This design comes from an exercise in tuning for a short achievable clock period and few clock cycles on the open sky130 flow, not from production work.
Only simulation tests tie the RTL to the original design; equivalence was not proved.
Power and IR drop assume default switching activity.

[design/flow/design.v]
package riscv_pkg;
    localparam int xlen = 32;
    localparam int reg_addr_w = 5;
    typedef logic [xlen-1:0] word_t;
    typedef logic [reg_addr_w-1:0] reg_addr_t;
    localparam logic [6:0] op_alu_r = 7'b0110011;
    localparam logic [6:0] op_alu_i = 7'b0010011;
    localparam logic [6:0] op_lui = 7'b0110111;
    localparam logic [6:0] op_load = 7'b0000011;
    localparam logic [6:0] op_store = 7'b0100011;
    localparam logic [6:0] op_branch = 7'b1100011;
    localparam logic [6:0] op_jal = 7'b1101111;
    localparam logic [1:0] br_eq = 2'd0;
    localparam logic [1:0] br_ne = 2'd1;
    localparam logic [1:0] br_lt = 2'd2;
    localparam word_t reset_pc = 32'h0000_0000;
    typedef enum logic [3:0] {
        alu_add,
        alu_sub,
        alu_and,
        alu_or,
        alu_xor,
        alu_slt,
        alu_sll,
        alu_srl,
        alu_pass_b
    } alu_op_t;
    typedef struct packed {
        logic valid;
        word_t pc;
        word_t inst;
    } if_id_t;
    typedef struct packed {
        logic valid;
        word_t pc;
        word_t rs1_val;
        word_t rs2_val;
        word_t imm;
        reg_addr_t rd;
        alu_op_t alu_op;
        logic use_imm;
        logic is_load;
        logic is_store;
        logic is_branch;
        logic is_jal;
        logic writes_rd;
        logic [1:0] branch_cond;
    } id_ex_t;
    typedef enum logic {
        mem_idle,
        mem_wait
    } mem_state_t;
endpackage
`timescale 1ns/1ps
module fetch_pc (
    input logic clk,
    input logic rst,
    input logic stall,
    input logic redirect,
    input riscv_pkg::word_t target,
    output riscv_pkg::word_t pc
);
    always_ff @(posedge clk or negedge rst) begin
        if (!rst) begin
            pc <= riscv_pkg::reset_pc;
        end else if (redirect) begin
            pc <= target;
        end else if (!stall) begin
            pc <= pc + 32'd4;
        end
    end
endmodule
`timescale 1ns/1ps
module inst_decoder (
    input riscv_pkg::word_t inst,
    output riscv_pkg::reg_addr_t rs1,
    output riscv_pkg::reg_addr_t rs2,
    output riscv_pkg::reg_addr_t rd,
    output riscv_pkg::word_t imm,
    output riscv_pkg::alu_op_t alu_op,
    output logic use_imm,
    output logic is_load,
    output logic is_store,
    output logic is_branch,
    output logic is_jal,
    output logic writes_rd,
    output logic [1:0] branch_cond
);
    logic [6:0] opcode;
    logic [2:0] funct3;
    function automatic logic [3:0] alu_from_f3(logic [2:0] f3, logic sub);
        case (f3)
            3'b000: alu_from_f3 = sub ? riscv_pkg::alu_sub : riscv_pkg::alu_add;
            3'b111: alu_from_f3 = riscv_pkg::alu_and;
            3'b110: alu_from_f3 = riscv_pkg::alu_or;
            3'b100: alu_from_f3 = riscv_pkg::alu_xor;
            3'b010: alu_from_f3 = riscv_pkg::alu_slt;
            3'b001: alu_from_f3 = riscv_pkg::alu_sll;
            3'b101: alu_from_f3 = riscv_pkg::alu_srl;
            default: alu_from_f3 = riscv_pkg::alu_add;
        endcase
    endfunction
    assign opcode = inst[6:0];
    assign funct3 = inst[14:12];
    assign rs1 = inst[19:15];
    assign rs2 = inst[24:20];
    assign rd = inst[11:7];
    always_comb begin
        imm = {{20{inst[31]}}, inst[31:20]};
        alu_op = riscv_pkg::alu_add;
        use_imm = 1'b0;
        is_load = 1'b0;
        is_store = 1'b0;
        is_branch = 1'b0;
        is_jal = 1'b0;
        writes_rd = 1'b0;
        branch_cond = riscv_pkg::br_eq;
        case (opcode)
            riscv_pkg::op_alu_r: begin
                alu_op = riscv_pkg::alu_op_t'(alu_from_f3(funct3, inst[30]));
                writes_rd = 1'b1;
            end
            riscv_pkg::op_alu_i: begin
                alu_op = riscv_pkg::alu_op_t'(alu_from_f3(funct3, 1'b0));
                use_imm = 1'b1;
                writes_rd = 1'b1;
            end
            riscv_pkg::op_lui: begin
                imm = {inst[31:12], 12'd0};
                alu_op = riscv_pkg::alu_pass_b;
                use_imm = 1'b1;
                writes_rd = 1'b1;
            end
            riscv_pkg::op_load: begin
                use_imm = 1'b1;
                is_load = 1'b1;
                writes_rd = 1'b1;
            end
            riscv_pkg::op_store: begin
                imm = {{20{inst[31]}}, inst[31:25], inst[11:7]};
                use_imm = 1'b1;
                is_store = 1'b1;
            end
            riscv_pkg::op_branch: begin
                imm = {{19{inst[31]}}, inst[31], inst[7], inst[30:25], inst[11:8], 1'b0};
                is_branch = (funct3 == 3'b000) || (funct3 == 3'b001) || (funct3 == 3'b100);
                branch_cond = (funct3 == 3'b100) ? riscv_pkg::br_lt :
                              (funct3 == 3'b001) ? riscv_pkg::br_ne : riscv_pkg::br_eq;
            end
            riscv_pkg::op_jal: begin
                imm = {{11{inst[31]}}, inst[31], inst[19:12], inst[20], inst[30:21], 1'b0};
                is_jal = 1'b1;
                writes_rd = 1'b1;
            end
            default: ;
        endcase
    end
endmodule
`timescale 1ns/1ps
module reg_file (
    input logic clk,
    input logic rst,
    input riscv_pkg::reg_addr_t rs1,
    input riscv_pkg::reg_addr_t rs2,
    input riscv_pkg::reg_addr_t wr_addr,
    input logic wr_en,
    input riscv_pkg::word_t wr_data,
    output riscv_pkg::word_t rs1_data,
    output riscv_pkg::word_t rs2_data
);
    riscv_pkg::word_t regs [1:31];
    always_ff @(posedge clk or negedge rst) begin
        if (!rst) begin
            for (int i = 1; i < 32; i++) begin
                regs[i] <= '0;
            end
        end else if (wr_en && (wr_addr != '0)) begin
            regs[wr_addr] <= wr_data;
        end
    end
    assign rs1_data = (rs1 == '0) ? '0 : regs[rs1];
    assign rs2_data = (rs2 == '0) ? '0 : regs[rs2];
endmodule
`timescale 1ns/1ps
module stage_reg #(
    parameter int width = 1
) (
    input logic clk,
    input logic rst,
    input logic hold,
    input logic flush,
    input logic [width-1:0] d,
    output logic [width-1:0] q
);
    always_ff @(posedge clk or negedge rst) begin
        if (!rst) begin
            q <= '0;
        end else if (flush) begin
            q <= '0;
        end else if (!hold) begin
            q <= d;
        end
    end
endmodule
`timescale 1ns/1ps
module exec_alu (
    input riscv_pkg::word_t pc,
    input riscv_pkg::word_t a,
    input riscv_pkg::word_t b,
    input riscv_pkg::word_t imm,
    input riscv_pkg::alu_op_t alu_op,
    input logic use_imm,
    input logic is_branch,
    input logic is_jal,
    input logic valid,
    input logic [1:0] branch_cond,
    output riscv_pkg::word_t result,
    output riscv_pkg::word_t target,
    output logic taken
);
    riscv_pkg::word_t op_b;
    riscv_pkg::word_t alu_out;
    logic cond_met;
    assign op_b = use_imm ? imm : b;
    always_comb begin
        case (alu_op)
            riscv_pkg::alu_add: alu_out = a + op_b;
            riscv_pkg::alu_sub: alu_out = a - op_b;
            riscv_pkg::alu_and: alu_out = a & op_b;
            riscv_pkg::alu_or: alu_out = a | op_b;
            riscv_pkg::alu_xor: alu_out = a ^ op_b;
            riscv_pkg::alu_slt: alu_out = {31'd0, $signed(a) < $signed(op_b)};
            riscv_pkg::alu_sll: alu_out = a << op_b[4:0];
            riscv_pkg::alu_srl: alu_out = a >> op_b[4:0];
            riscv_pkg::alu_pass_b: alu_out = op_b;
            default: alu_out = '0;
        endcase
    end
    always_comb begin
        case (branch_cond)
            riscv_pkg::br_eq: cond_met = (a == b);
            riscv_pkg::br_ne: cond_met = (a != b);
            riscv_pkg::br_lt: cond_met = ($signed(a) < $signed(b));
            default: cond_met = 1'b0;
        endcase
    end
    assign result = is_jal ? pc + 32'd4 : alu_out;
    assign target = pc + imm;
    assign taken = valid && (is_jal || (is_branch && cond_met));
endmodule
`timescale 1ns/1ps
module mem_access_fsm (
    input logic clk,
    input logic rst,
    input logic start_load,
    input logic start_store,
    input riscv_pkg::word_t addr,
    input riscv_pkg::word_t store_data,
    input riscv_pkg::word_t rdata,
    input logic mem_ready,
    output logic read_en,
    output logic write_en,
    output logic busy,
    output riscv_pkg::word_t mem_addr,
    output riscv_pkg::word_t wdata,
    output riscv_pkg::word_t load_data
);
    riscv_pkg::mem_state_t state;
    logic rd_q;
    logic wr_q;
    riscv_pkg::word_t addr_q;
    riscv_pkg::word_t data_q;
    always_ff @(posedge clk or negedge rst) begin
        if (!rst) begin
            state <= riscv_pkg::mem_idle;
            rd_q <= 1'b0;
            wr_q <= 1'b0;
        end else begin
            case (state)
                riscv_pkg::mem_idle: begin
                    if ((start_load || start_store) && !mem_ready) begin
                        state <= riscv_pkg::mem_wait;
                        rd_q <= start_load;
                        wr_q <= start_store;
                    end
                end
                riscv_pkg::mem_wait: begin
                    if (mem_ready) begin
                        state <= riscv_pkg::mem_idle;
                    end
                end
                default: state <= riscv_pkg::mem_idle;
            endcase
        end
    end
    always_ff @(posedge clk) begin
        if (state == riscv_pkg::mem_idle) begin
            addr_q <= addr;
            data_q <= store_data;
        end
    end
    always_comb begin
        if (state == riscv_pkg::mem_wait) begin
            read_en = rd_q;
            write_en = wr_q;
            mem_addr = addr_q;
            wdata = data_q;
        end else begin
            read_en = start_load;
            write_en = start_store;
            mem_addr = addr;
            wdata = store_data;
        end
    end
    assign busy = (read_en || write_en) && !mem_ready;
    assign load_data = rdata;
endmodule
`timescale 1ns/1ps
module hazard_ctrl (
    input logic clk,
    input logic rst,
    input riscv_pkg::reg_addr_t rs1,
    input riscv_pkg::reg_addr_t rs2,
    input riscv_pkg::word_t rf_rs1,
    input riscv_pkg::word_t rf_rs2,
    input riscv_pkg::reg_addr_t ex_rd,
    input logic ex_writes,
    input riscv_pkg::word_t ex_value,
    input logic mem_busy,
    input logic taken,
    output riscv_pkg::word_t op_a,
    output riscv_pkg::word_t op_b,
    output riscv_pkg::reg_addr_t wb_addr,
    output logic wb_en,
    output riscv_pkg::word_t wb_data,
    output logic stall,
    output logic flush
);
    logic ex_hit_a;
    logic ex_hit_b;
    logic wb_hit_a;
    logic wb_hit_b;
    logic wb_load;
    assign ex_hit_a = ex_writes && (ex_rd != '0) && (ex_rd == rs1);
    assign ex_hit_b = ex_writes && (ex_rd != '0) && (ex_rd == rs2);
    assign wb_hit_a = wb_en && (wb_addr != '0) && (wb_addr == rs1);
    assign wb_hit_b = wb_en && (wb_addr != '0) && (wb_addr == rs2);
    assign op_a = ex_hit_a ? ex_value : (wb_hit_a ? wb_data : rf_rs1);
    assign op_b = ex_hit_b ? ex_value : (wb_hit_b ? wb_data : rf_rs2);
    assign wb_load = ex_writes && !mem_busy;
    always_ff @(posedge clk or negedge rst) begin
        if (!rst) begin
            wb_en <= 1'b0;
        end else begin
            wb_en <= wb_load;
        end
    end
    always_ff @(posedge clk) begin
        if (wb_load) begin
            wb_addr <= ex_rd;
            wb_data <= ex_value;
        end
    end
    assign stall = mem_busy;
    assign flush = taken;
endmodule
`timescale 1ns/1ps
module riscv_core (
    input logic clk,
    input logic rst,
    output riscv_pkg::word_t inst_addr,
    input riscv_pkg::word_t inst_data,
    output riscv_pkg::word_t mem_addr,
    output riscv_pkg::word_t wdata,
    output logic read_en,
    output logic write_en,
    input riscv_pkg::word_t rdata,
    input logic mem_ready
);
    riscv_pkg::if_id_t if_id_d;
    riscv_pkg::if_id_t if_id_q;
    riscv_pkg::id_ex_t id_ex_d;
    riscv_pkg::id_ex_t id_ex_q;
    riscv_pkg::reg_addr_t rs1;
    riscv_pkg::reg_addr_t rs2;
    riscv_pkg::word_t rf_rs1;
    riscv_pkg::word_t rf_rs2;
    riscv_pkg::reg_addr_t wb_addr;
    riscv_pkg::word_t wb_data;
    logic wb_en;
    riscv_pkg::word_t ex_result;
    riscv_pkg::word_t ex_target;
    riscv_pkg::word_t ex_value;
    riscv_pkg::word_t load_data;
    logic taken;
    logic mem_busy;
    logic stall;
    logic flush;
    fetch_pc u_fetch_pc (
        .clk(clk), .rst(rst), .stall(stall), .redirect(taken),
        .target(ex_target), .pc(inst_addr)
    );
    assign if_id_d.valid = 1'b1;
    assign if_id_d.pc = inst_addr;
    assign if_id_d.inst = inst_data;
    stage_reg #(.width($bits(if_id_d))) u_if_id (
        .clk(clk), .rst(rst), .hold(stall), .flush(flush), .d(if_id_d), .q(if_id_q)
    );
    inst_decoder u_inst_decoder (
        .inst(if_id_q.inst), .rs1(rs1), .rs2(rs2), .rd(id_ex_d.rd), .imm(id_ex_d.imm),
        .alu_op(id_ex_d.alu_op), .use_imm(id_ex_d.use_imm), .is_load(id_ex_d.is_load),
        .is_store(id_ex_d.is_store), .is_branch(id_ex_d.is_branch), .is_jal(id_ex_d.is_jal),
        .writes_rd(id_ex_d.writes_rd), .branch_cond(id_ex_d.branch_cond)
    );
    reg_file u_reg_file (
        .clk(clk), .rst(rst), .rs1(rs1), .rs2(rs2), .wr_addr(wb_addr), .wr_en(wb_en),
        .wr_data(wb_data), .rs1_data(rf_rs1), .rs2_data(rf_rs2)
    );
    hazard_ctrl u_hazard_ctrl (
        .clk(clk), .rst(rst), .rs1(rs1), .rs2(rs2), .rf_rs1(rf_rs1), .rf_rs2(rf_rs2),
        .ex_rd(id_ex_q.rd), .ex_writes(id_ex_q.valid && id_ex_q.writes_rd),
        .ex_value(ex_value), .mem_busy(mem_busy), .taken(taken),
        .op_a(id_ex_d.rs1_val), .op_b(id_ex_d.rs2_val), .wb_addr(wb_addr), .wb_en(wb_en),
        .wb_data(wb_data), .stall(stall), .flush(flush)
    );
    assign id_ex_d.valid = if_id_q.valid;
    assign id_ex_d.pc = if_id_q.pc;
    stage_reg #(.width($bits(id_ex_d))) u_id_ex (
        .clk(clk), .rst(rst), .hold(stall), .flush(flush), .d(id_ex_d), .q(id_ex_q)
    );
    exec_alu u_exec_alu (
        .pc(id_ex_q.pc), .a(id_ex_q.rs1_val), .b(id_ex_q.rs2_val), .imm(id_ex_q.imm),
        .alu_op(id_ex_q.alu_op), .use_imm(id_ex_q.use_imm), .is_branch(id_ex_q.is_branch),
        .is_jal(id_ex_q.is_jal), .valid(id_ex_q.valid), .branch_cond(id_ex_q.branch_cond),
        .result(ex_result), .target(ex_target), .taken(taken)
    );
    mem_access_fsm u_mem_access_fsm (
        .clk(clk), .rst(rst), .start_load(id_ex_q.valid && id_ex_q.is_load),
        .start_store(id_ex_q.valid && id_ex_q.is_store), .addr(ex_result),
        .store_data(id_ex_q.rs2_val), .rdata(rdata), .mem_ready(mem_ready),
        .read_en(read_en), .write_en(write_en), .busy(mem_busy), .mem_addr(mem_addr),
        .wdata(wdata), .load_data(load_data)
    );
    assign ex_value = id_ex_q.is_load ? load_data : ex_result;
endmodule
[design/flow/config.mk]
export PLATFORM = sky130hd
export DESIGN_NAME = riscv_core
export DESIGN_NICKNAME = riscv_core
export VERILOG_FILES = /design/flow/design.v
export SDC_FILE = /design/flow/constraint.sdc
export NUM_CORES = 4
export LEC_CHECK = 0
export CAP_MARGIN = 20
export CORE_MARGIN = 2
export CORE_UTILIZATION = 40
export SLEW_MARGIN = 20
[design/flow/run.sh]
#!/bin/bash
# synth_recipe.tcl (not shown) runs the flow's synth.tcl, then flattens the netlist and writes it again
# the make line also repeats each setting of config.mk as NAME=value (left out here)
make -C /OpenROAD-flow-scripts/flow DESIGN_CONFIG=/design/flow/config.mk WORK_HOME=/design/flow/orfs CLKGATE_MAP_FILE= SYNTH_SCRIPT=/design/flow/synth_recipe.tcl finish
[design/flow/constraint.sdc]
create_clock -name core_clock -period 10.0 [get_ports {clk}]
set_input_delay 2.0000 -clock core_clock [delete_from_list [all_inputs] [get_ports {clk}]]
set_output_delay 2.0000 -clock core_clock [all_outputs]
set_load 0.01 [all_outputs]
==> impl_metrics.ini <==
[run_status]
run_status = no timing/DRC/antenna violations

[finish]
final_nets = 7580
final.fill_count = 17800
finalCoreUtilization = 0.455
layout-area-overhead-vs-synth_pct = 13.6
layout-drive-gt1-share = 0.231
sequential_cell_area_mm2 = 0.0334
area_of_combinational_cells_with_multiple_inputs_mm2 = 0.0402

[floorplan]
die_area_mm2 = 0.194
starting_density_of_the_core = 0.401
pin_count = 165
row_count = 160
die-width_um = 440
chipHeight_um = 440
core_region_area_mm2 = 0.190

[power]
leakage_power_of_the_design_nw = 37.8
pwr-share-comb = 0.210
swShare = 0.329
powerDensity_mw_per_mm2 = 178
seq_power_share = 0.424
max-vdd-ir-drop_v = 0.000195
internal_power_mw = 10.3
netSwitchingPower_mw = 5.07
clock_network_fraction_of_total_power = 0.366

[synth]
netlist-cell-type-count = 95
mappedNetlistArea_mm2 = 0.0760
synth_enable_flop_cells = 37
avgSynthCellArea_um2 = 10.2
postSynth.topFlopCell = sky130_fd_sc_hd__dfrtp_1
count_of_synthesis_stage_warnings_from_yosys = 9
synth-seq-area-share = 0.439
synthDominantCellAreaShare = 0.408
synth.net_count = 7661
synth_top_area_cell = sky130_fd_sc_hd__dfrtp_1
synth-seq-cells = 1340
async_reset_ff_frac = 0.925
cell_count_after_synthesis = 7429
synth_top_cells_by_area = sky130_fd_sc_hd__dfrtp_1, sky130_fd_sc_hd__mux2_2, sky130_fd_sc_hd__a22oi_1

[clocking]
postCtsResizedCells = 0
cts_h_tree_depth = 4
cts_tree = yes
postCtsSetupRepairBufs = 0
clock_sink_count = 1340
clk_transition_reported_paths_ns = 0.05
cts_made_buffers = 147
count_of_hold_buffers_inserted_by_post_cts_repair = 0
clock-root-buffer = sky130_fd_sc_hd__clkbuf_16
clk_path_buf_depth = 3
clock_insertion_delay_worst_skew_ns = 0.83

[global_routing]
met1_usage = 0.474
antenna_found_initial = 23
grt-ovfl-total = 0
grt_max_degree = 161
grt_pass1_wl_mm = 530
global_route.usage.met2 = 0.550
vias_in_the_first_global_route = 66900
grtUsageMet3 = 0.157
global_route.usage.total = 0.385
grt_busiest_layer = met2

[sta]
setup_tns_ns = 0
final_worst_path_period_share = 0.852
report.final.setup_viol = 0
report.final.hold_viol_count = 0
timing.final.max_slew_violations = 0
clock_skew_ns = 0.0679
maxClockFrequency_mhz = 117
max_slew.worst_pin.slew_ns = 1.30
fin_crit_period_ns = 8.52
rsz0062_at_grt = no
maxSlewHeadroom = 0.129

[worst_setup_path]
crit-reg2reg-capture = u_id_ex.q[49]
worst-r2r-cell-count = 15
critical_path_peak_fanout = 36
cp.arrival_ns = 6.52
critPathLaunch = u_id_ex.q[7]
worst-r2r-setup-slack_ns = 4.25
timing_worst_setup_path_type = register to output port
timing.critical_path.from_type = register
end_kind = output port
worstPathRequired_ns = 8.00
timing.rr.start = u_id_ex.q[7]

[run]
drv.max_cap_violation_count = 0

[detailed_routing]
drt-pass1-iter-count = 13
postRouteAntennaNets = 0
drt_iter0_drc = 13800
drc_viols = 0
routed_wire_length_per_instance_um = 38.3
route.detailed.vias_per_inst = 7.13
num_vias = 71400
routed_wl_mm = 384

[min_path]
hold_end = u_mem_access_fsm.addr_q[19]
worstHoldPathType = register to register
holdPathStages = 1
worstHoldStart = u_mem_access_fsm.addr_q[19]

[place]
gp_congestion = 1.04
buffer_ports.inserted = 164
place_hpwl_mm = 238
worst max-delay path, cell delays in order (launching register included):
cell	delay (ns)
sky130_fd_sc_hd__dfrtp_2	0.62
sky130_fd_sc_hd__buf_4	0.53
sky130_fd_sc_hd__mux2i_1	0.25
sky130_fd_sc_hd__ha_1	0.63
sky130_fd_sc_hd__nor2b_1	0.13
sky130_fd_sc_hd__o21ai_0	0.32
sky130_fd_sc_hd__nand2_1	0.16
sky130_fd_sc_hd__o31ai_1	0.71
sky130_fd_sc_hd__a41oi_1	0.30
sky130_fd_sc_hd__a221o_1	0.38
sky130_fd_sc_hd__or3_1	0.34
sky130_fd_sc_hd__nand3_1	0.10
sky130_fd_sc_hd__a21oi_1	0.07
sky130_fd_sc_hd__o31ai_1	0.39
sky130_fd_sc_hd__clkdlybuf4s50_1	0.73
power by group through the flow:
stage | Clock, mW | Sequential, mW | Combinational [mW]
2_1_floorplan | 0 | 6.34 | 1.82
3_3_place_gp | 0 | 6.60 | 3.07
3_5_place_dp | 0 | 6.61 | 3.10
4_1_cts | 5.66 | 6.52 | 3.12
5_1_grt | 5.89 | 6.57 | 3.42
6_report | 5.63 | 6.52 | 3.24
layer usage:
layer	wire, µm	part of all wire
met5	199	0.00052
met3	53700	0.14
met1	138000	0.36
met2	158000	0.41
met4	33200	0.086
synthesized netlist by cell type, types with 67 or more instances:
| cell type | count |
|---|---|
| sky130_fd_sc_hd__a22oi_1 | 833 |
| sky130_fd_sc_hd__nand3_1 | 117 |
| sky130_fd_sc_hd__xnor2_1 | 73 |
| sky130_fd_sc_hd__inv_1 | 168 |
| sky130_fd_sc_hd__a21oi_1 | 433 |
| sky130_fd_sc_hd__mux2i_1 | 93 |
| sky130_fd_sc_hd__nor2_1 | 338 |
| sky130_fd_sc_hd__buf_1 | 111 |
| sky130_fd_sc_hd__ha_1 | 162 |
| sky130_fd_sc_hd__nand4_1 | 166 |
| sky130_fd_sc_hd__o21ai_0 | 261 |
| sky130_fd_sc_hd__a211oi_1 | 70 |
| sky130_fd_sc_hd__mux2_2 | 1004 |
| sky130_fd_sc_hd__dfrtp_1 | 1239 |
| sky130_fd_sc_hd__nand2_1 | 668 |
| sky130_fd_sc_hd__a222oi_1 | 67 |
| sky130_fd_sc_hd__nor3_1 | 121 |
| sky130_fd_sc_hd__clkbuf_1 | 516 |
stage by stage:
stage	instance area, µm²	cells	hold slack [ns]	worst slack [ns]	total power, mW
5_1_grt	86300	9983	0.471	1.26	15.9
4_1_cts	85900	9959	0.457	1.53	15.3
3_5_place_dp	81000	9689	0.444	2.41	9.71
6_report	86300	10000	0.453	1.48	15.4
2_1_floorplan	76000	7429	0.466	3.77	8.17
3_3_place_gp	80900	9685	0.439	2.37	9.66
flip-flops by register name, summed over array words and instances (netlist names):
register and flops:
u_hazard_ctrl.wb_en 1, u_reg_file.regs 992, u_mem_access_fsm.wr_q 1, u_hazard_ctrl.wb_addr 5
u_mem_access_fsm.rd_q 1, u_fetch_pc.pc 32, u_if_id.q 65, u_mem_access_fsm.data_q 32
u_id_ex.q 146, u_mem_access_fsm.state 1, u_hazard_ctrl.wb_data 32, u_mem_access_fsm.addr_q 32
worst max path at each step:
stage	end	slack, ns	depth (start not counted)
CTS	mem_addr[29]	1.53	14
finish	mem_addr[29]	1.48	14
global route	mem_addr[29]	1.26	14
detailed placement	mem_addr[29]	2.41	14
floorplan	mem_addr[28]	3.77	15
global placement	mem_addr[26]	2.37	14
cell families (layout without fill, tap and decap cells):
logic type	count (synthesis)	in the layout	share of synthesized area
buffers and inverters	828	868	0.0421
DFF	1340	1340	0.439
and+or+nand+nor	1671	1671	0.102
other	0	25	0
xor gates and xnor gates	121	121	0.0139
adders and majority gates	165	165	0.0274
AOI/OAI and AO/OA	2143	2143	0.195
muxes	1161	1161	0.180
area by class of cell:
cell class / count / area share
Timing Repair Buffer: 423 / 0.0452
Inverter: 175 / 0.00761
Antenna cell: 25 / 0.000725
Clock buffer: 215 / 0.0500
Multi-Input combinational cell: 5261 / 0.466
Clock inverter: 55 / 0.00716
Sequential cell: 1340 / 0.387
Tap cell: 2511 / 0.0364
cells in the final DEF (no fill, tap or decap), types with 67 or more instances in the layout:
master	instances
sky130_fd_sc_hd__a22oi_1	833
sky130_fd_sc_hd__buf_4	226
sky130_fd_sc_hd__mux2i_1	92
sky130_fd_sc_hd__inv_1	168
sky130_fd_sc_hd__nor2_1	264
sky130_fd_sc_hd__clkdlybuf4s50_1	163
sky130_fd_sc_hd__dfrtp_1	1236
sky130_fd_sc_hd__a21oi_1	433
sky130_fd_sc_hd__xnor2_1	73
sky130_fd_sc_hd__a211oi_1	68
sky130_fd_sc_hd__nor2_4	71
sky130_fd_sc_hd__clkbuf_16	151
sky130_fd_sc_hd__nand3_1	116
sky130_fd_sc_hd__a222oi_1	67
sky130_fd_sc_hd__ha_1	162
sky130_fd_sc_hd__nand4_1	166
sky130_fd_sc_hd__mux2_2	1004
sky130_fd_sc_hd__nand2_1	659
sky130_fd_sc_hd__o21ai_0	260
sky130_fd_sc_hd__nor3_1	113
Testbench counts, summed over its fixed seeds: cycles 80,174.

[static timing again, ports no longer ideal]
No port has a modelled driver above. Below, the same layout with a new extraction and two added sets of constraints.
Step 1, drivers: a clkbuf_16 drives clk and a buf_2 each remaining input, both assumed.
Step 2 adds t to the input delays and takes it off the output delays; t is the mean of the earliest and latest rising clock arrival at the registers after step 1. Input paths then give back, and output paths get back, about the clock's delay inside the block.
Three values: ideal ports, drivers, drivers and shift; two values: the first two.
t, ns: 0.887
slack for setup (ns): 1.480 / 1.391 / 2.278
worst slew at a driven data input, ns: 0.14
After both steps this run still meets setup and hold. The setup slack of this run moves by -0.089 ns with the drivers and by +0.798 ns with both steps.
